Source: an optimization exercise on an open RTL-to-GDS flow (aim: small area, a short achievable clock period and few clock cycles per item). Production flows keep margins and buffers that such runs may drop. At most, simulation tests tie the RTL to the original design; equivalence was not proved. Power is estimated from default activity; no workload was simulated.

Setup of v6:
==> module lru_key_value_cache_unit, before the edit <==
module lru_key_value_cache_unit #(
    parameter int MAX_ENTRIES = lkvc_pkg::MAX_ENTRIES,
    parameter int KEY_BITS    = lkvc_pkg::KEY_BITS,
    parameter int VALUE_BITS  = lkvc_pkg::VALUE_BITS,
    localparam int TDATA_W    = ((KEY_BITS + VALUE_BITS + 7) / 8) * 8
) (
    input  wire                                  aclk,
    input  wire                                  aresetn,
    input  wire                                  psel,
    input  wire                                  penable,
    input  wire                                  pwrite,
    input  wire  [lkvc_pkg::APB_ADDR_BITS-1:0]   paddr,
    input  wire  [lkvc_pkg::APB_DATA_BITS-1:0]   pwdata,
    output logic [lkvc_pkg::APB_DATA_BITS-1:0]   prdata,
    output logic                                 pready,
    input  wire                                  s_axis_tvalid,
    output logic                                 s_axis_tready,
    input  wire  [TDATA_W-1:0]                   s_axis_tdata,   
    input  wire  [0:0]                           s_axis_tuser,   
    output logic                                 m_axis_tvalid,
    input  wire                                  m_axis_tready,
    output logic [TDATA_W-1:0]                   m_axis_tdata,   
    output logic [1:0]                           m_axis_tuser    
);
    localparam int N = MAX_ENTRIES;
    localparam int CAP_BITS = lkvc_pkg::CAP_BITS;
    logic [CAP_BITS-1:0] cap_reg;
    logic                cfg_wr;
    assign pready = 1'b1;
    assign cfg_wr = psel && penable && pwrite && (paddr == lkvc_pkg::REG_CAPACITY_ADR);
    assign prdata = (paddr == lkvc_pkg::REG_CAPACITY_ADR)
                    ? lkvc_pkg::APB_DATA_BITS'(cap_reg) : '0;
    always_ff @(posedge aclk) begin
        if (!aresetn) begin
            cap_reg <= lkvc_pkg::CAP_RESET;
        end else if (cfg_wr) begin
            cap_reg <= pwdata[CAP_BITS-1:0];
        end
    end
    logic [N-1:0] capm;
    always_comb begin
        capm = '0;
        if (cap_reg == '0) begin
            capm[0] = 1'b1;
        end else if (int'(cap_reg) > N) begin
            capm[N-1] = 1'b1;
        end else begin
            capm[cap_reg - 1'b1] = 1'b1;
        end
    end
    logic                  r_valid;
    logic                  r_op;
    logic [KEY_BITS-1:0]   r_key;
    logic [VALUE_BITS-1:0] r_val;
    logic                  m_valid;
    logic                  m_hit;
    logic                  m_ev;
    logic [VALUE_BITS-1:0] m_val;
    logic [KEY_BITS-1:0]   m_evkey;
    logic stall, fire;
    assign stall         = m_valid && !m_axis_tready;
    assign fire          = r_valid && !stall;
    assign s_axis_tready = !(r_valid && stall);
    logic [KEY_BITS-1:0]   key_q [N];
    logic [VALUE_BITS-1:0] val_q [N];
    logic [N-1:0]          vld_q;
    logic [N-1:0]          pre_q;     
    logic                  full_q;    
    logic [N-1:0]          eq;        
    logic                  hit;
    logic                  grow;      
    logic                  full_keep, full_grow;
    logic [N-1:0]          last;      
    logic [N-1:0]          pm;        
    logic [N-1:0]          en;        
    logic                  put_miss;
    logic                  evict;
    logic [VALUE_BITS-1:0] rd_val;
    logic [KEY_BITS-1:0]   ev_key;    
    logic [N-1:0]          s_eq;      
    logic [N-1:0]          s_pre;     
    logic                  s_eq_r;    
    logic [N-1:0]          drop;      
    logic [N-1:0]          pre_d;
    always_comb begin
        for (int i = 0; i < N; i++) begin
            eq[i] = pre_q[i] && ((i < N - 1) ? !pre_q[(i < N - 1) ? i + 1 : i] : 1'b1);
        end
        hit  = pre_q[0];
        for (int i = 0; i < N; i++) begin
            last[i] = vld_q[i] && ((i < N - 1) ? !vld_q[(i < N - 1) ? i + 1 : i] : 1'b1);
            pm[i]   = full_q ? vld_q[i] : ((i > 0) ? vld_q[(i > 0) ? i - 1 : i] : 1'b1);
        end
        put_miss = r_op && !hit;
        evict    = put_miss && full_q;
        grow     = fire && put_miss && !full_q;
        for (int i = 0; i < N; i++) begin
            en[i] = fire && (pre_q[i] || (put_miss && pm[i]));
        end
        rd_val = '0;
        ev_key = '0;
        for (int i = 0; i < N; i++) begin
            rd_val = rd_val | (eq[i] ? val_q[i] : '0);
            ev_key = ev_key | (last[i] ? key_q[i] : '0);
        end
        s_eq_r = (s_axis_tdata[KEY_BITS-1:0] == r_key);
        for (int i = 0; i < N; i++) begin
            drop[i] = fire && ((hit && eq[i]) || (evict && last[i]));
            s_eq[i] = vld_q[i] && !drop[i] && (s_axis_tdata[KEY_BITS-1:0] == key_q[i]);
        end
        for (int i = N - 1; i >= 0; i--) begin
            s_pre[i] = s_eq[i] || ((i < N - 1) ? s_pre[(i < N - 1) ? i + 1 : i] : 1'b0);
        end
        for (int i = 0; i < N; i++) begin
            if (!en[i]) begin
                pre_d[i] = s_pre[i];
            end else if (i == 0) begin
                pre_d[i] = s_eq_r || s_pre[0];
            end else begin
                pre_d[i] = s_pre[(i > 0) ? i - 1 : i];
            end
        end
    end
    always_ff @(posedge aclk) begin
        if (en[0]) begin
            key_q[0] <= r_key;
            val_q[0] <= r_op ? r_val : rd_val;
        end
        for (int i = 1; i < N; i++) begin
            if (en[i]) begin
                key_q[i] <= key_q[i-1];
                val_q[i] <= val_q[i-1];
            end
        end
    end
    always_ff @(posedge aclk) begin
        if (!aresetn) begin
            vld_q <= '0;
        end else if (grow) begin
            vld_q <= {vld_q[N-2:0], 1'b1};
        end
    end
    always_comb begin
        full_keep = |(capm & vld_q);
        full_grow = |(capm & {vld_q[N-2:0], 1'b1});
    end
    always_ff @(posedge aclk) begin
        if (!aresetn) begin
            full_q <= 1'b0;
        end else begin
            full_q <= grow ? full_grow : full_keep;
        end
    end
    always_ff @(posedge aclk) begin
        if (!aresetn) begin
            r_valid <= 1'b0;
        end else if (s_axis_tready) begin
            r_valid <= s_axis_tvalid;
        end
    end
    always_ff @(posedge aclk) begin
        if (s_axis_tready) begin
            r_op  <= s_axis_tuser[0];
            r_key <= s_axis_tdata[KEY_BITS-1:0];
            r_val <= s_axis_tdata[KEY_BITS +: VALUE_BITS];
            pre_q <= pre_d;
        end
    end
    always_ff @(posedge aclk) begin
        if (!aresetn) begin
            m_valid <= 1'b0;
        end else if (!stall) begin
            m_valid <= r_valid;
        end
    end
    always_ff @(posedge aclk) begin
        if (!stall) begin
            m_hit    <= hit;
            m_ev     <= evict;
            m_val    <= r_op ? {VALUE_BITS{1'b0}} : rd_val;
            m_evkey  <= evict ? ev_key : {KEY_BITS{1'b0}};
        end
    end
    assign m_axis_tvalid = m_valid;
    assign m_axis_tuser  = {m_ev, m_hit};
    assign m_axis_tdata  = TDATA_W'({m_evkey, m_val});
endmodule
clock: 5.0 ns
lec_check: 0
abc_clock_period_in_ps: 2500
cap_margin: 20
core_margin: 2
core_utilization: 40
setup_slack_margin: 2.5
slew_margin: 20
run.sh (not shown) runs the stock make flow with config.mk's settings and CLKGATE_MAP_FILE= SYNTH_SCRIPT=/design/flow/synth_recipe.tcl, a recipe that flattens the netlist after the stock synthesis.
Per the final summary, v6 finished and its layout is clean on timing, DRC and antenna.
> inputs changed (v6 -> v7)
-- flow/design.v --
<<< v6, line 42
    assign pready = 1'b1;
    assign cfg_wr = psel && penable && pwrite && (paddr == lkvc_pkg::REG_CAPACITY_ADR);
    assign prdata = (paddr == lkvc_pkg::REG_CAPACITY_ADR)
                    ? lkvc_pkg::APB_DATA_BITS'(cap_reg) : '0;
    always_ff @(posedge aclk) begin
        if (!aresetn) begin
>>> v7, line 42
    assign pready = 1'b1;
    assign cfg_wr = psel && penable && pwrite && (paddr == lkvc_pkg::REG_CAPACITY_ADR);
    logic [CAP_BITS-1:0] rdata_q;
    always_ff @(posedge aclk) begin
        rdata_q <= (paddr == lkvc_pkg::REG_CAPACITY_ADR) ? cap_reg : '0;
    end
    assign prdata = lkvc_pkg::APB_DATA_BITS'(rdata_q);
    always_ff @(posedge aclk) begin
        if (!aresetn) begin
<<< v6, line 49
        end else if (cfg_wr) begin
            cap_reg <= pwdata[CAP_BITS-1:0];
        end
    end
    logic [N-1:0] capm;
    always_comb begin
        capm = '0;
        if (cap_reg == '0) begin
            capm[0] = 1'b1;
        end else if (int'(cap_reg) > N) begin
            capm[N-1] = 1'b1;
        end else begin
            capm[cap_reg - 1'b1] = 1'b1;
        end
    end
>>> v7, line 52
        end else if (cfg_wr) begin
            cap_reg <= pwdata[CAP_BITS-1:0];
        end
    end
<<< v6, line 86
    logic [N-1:0]          last;      
    logic [N-1:0]          pm;        
    logic [N-1:0]          en;        
    logic                  put_miss;
>>> v7, line 78
    logic [N-1:0]          last;      
    logic [N-1:0]          pm;        
    logic [N-1:0]          upd;       
    logic [N-1:0]          en;        
    logic                  put_miss;
<<< v6, line 109
        grow     = fire && put_miss && !full_q;
        for (int i = 0; i < N; i++) begin
            en[i] = fire && (pre_q[i] || (put_miss && pm[i]));
        end
        rd_val = '0;
>>> v7, line 102
        grow     = fire && put_miss && !full_q;
        for (int i = 0; i < N; i++) begin
            upd[i] = pre_q[i] || (put_miss && pm[i]);
            en[i]  = fire && upd[i];
        end
        rd_val = '0;
<<< v6, line 119
        s_eq_r = (s_axis_tdata[KEY_BITS-1:0] == r_key);
        for (int i = 0; i < N; i++) begin
            drop[i] = fire && ((hit && eq[i]) || (evict && last[i]));
            s_eq[i] = vld_q[i] && !drop[i] && (s_axis_tdata[KEY_BITS-1:0] == key_q[i]);
        end
>>> v7, line 113
        s_eq_r = (s_axis_tdata[KEY_BITS-1:0] == r_key);
        for (int i = 0; i < N; i++) begin
            drop[i] = r_valid && ((hit && eq[i]) || (evict && last[i]));
            s_eq[i] = vld_q[i] && !drop[i] && (s_axis_tdata[KEY_BITS-1:0] == key_q[i]);
        end
<<< v6, line 126
        end
        for (int i = 0; i < N; i++) begin
            if (!en[i]) begin
                pre_d[i] = s_pre[i];
            end else if (i == 0) begin
>>> v7, line 120
        end
        for (int i = 0; i < N; i++) begin
            if (!(r_valid && upd[i])) begin
                pre_d[i] = s_pre[i];
            end else if (i == 0) begin
<<< v6, line 154
        end
    end
    always_comb begin
        full_keep = |(capm & vld_q);
        full_grow = |(capm & {vld_q[N-2:0], 1'b1});
    end
    always_ff @(posedge aclk) begin
>>> v7, line 148
        end
    end
    logic [2**CAP_BITS-1:0] n_ge_keep, n_ge_grow;
    always_comb begin
        for (int c = 0; c < 2**CAP_BITS; c++) begin
            if (c == 0) begin
                n_ge_keep[c] = vld_q[0];
                n_ge_grow[c] = 1'b1;
            end else if (c <= N) begin
                n_ge_keep[c] = vld_q[(c <= N) ? c - 1 : 0];
                n_ge_grow[c] = (c == 1) ? 1'b1 : vld_q[(c <= N && c >= 2) ? c - 2 : 0];
            end else begin
                n_ge_keep[c] = vld_q[N-1];
                n_ge_grow[c] = vld_q[N-2];
            end
        end
        full_keep = n_ge_keep[cap_reg];
        full_grow = n_ge_grow[cap_reg];
    end
    always_ff @(posedge aclk) begin
Results
- The run showing the smaller area after synthesis is v7.
- Source of the critical timing path = m_axis_tready: v7; source of the critical timing path = s_axis_tdata[7]: v6
- Going from v6 to v7, x dimension of the die shrinks by about 0.33%.
- v6 → v7: share of power burned in combinational logic held steady; largest driver fanout on the critical path shrank by 9; number of clock-tree buffers in the layout grew by 14%; synthesized cell count shrank by 71; total power shrank by about 2.2%.
- Diff v6 -> v7: die area lost 0.65%, cell count lost 67, depth of the CTS H-tree neither gained nor lost much.
- v7 ended up with s_axis_tready as its end point of the critical path; v6 ended up with pre_q[5].
Testbench counts of v7, summed over its fixed seeds: cycles 4,816, items 4,800.
Only the layout flow was run in v6; the RTL was not checked for function there.

==> separate check: timing with driven ports <==
In the flow no input, the clock included, has a driving cell. The finished layouts below were timed again as built, in two steps. Step 1 assumes that a clkbuf_16 drives the clock port and a buf_2 every other input. Step 2 times the ports against the registers' clock, not the clock port: input delays grow and output delays shrink by t, the midpoint of the rising clock arrivals with the driver on. Slacks: ideal / step 1 / step 2; pairs: ideal / step 1.
| run | shift t [ns] | slack for setup (ns) | worst setup path after step 2 |
|---|---|---|---|
| v6 | 0.745 | 2.367 / 2.338 / 1.667 | input to register |
| v7 | 0.724 | 2.422 / 2.388 / 1.733 | input to register |
After both steps setup and hold are still met in every run listed. The setup slack of v6, which loses most, moves by -0.029 ns with the drivers and by -0.700 ns with both steps.
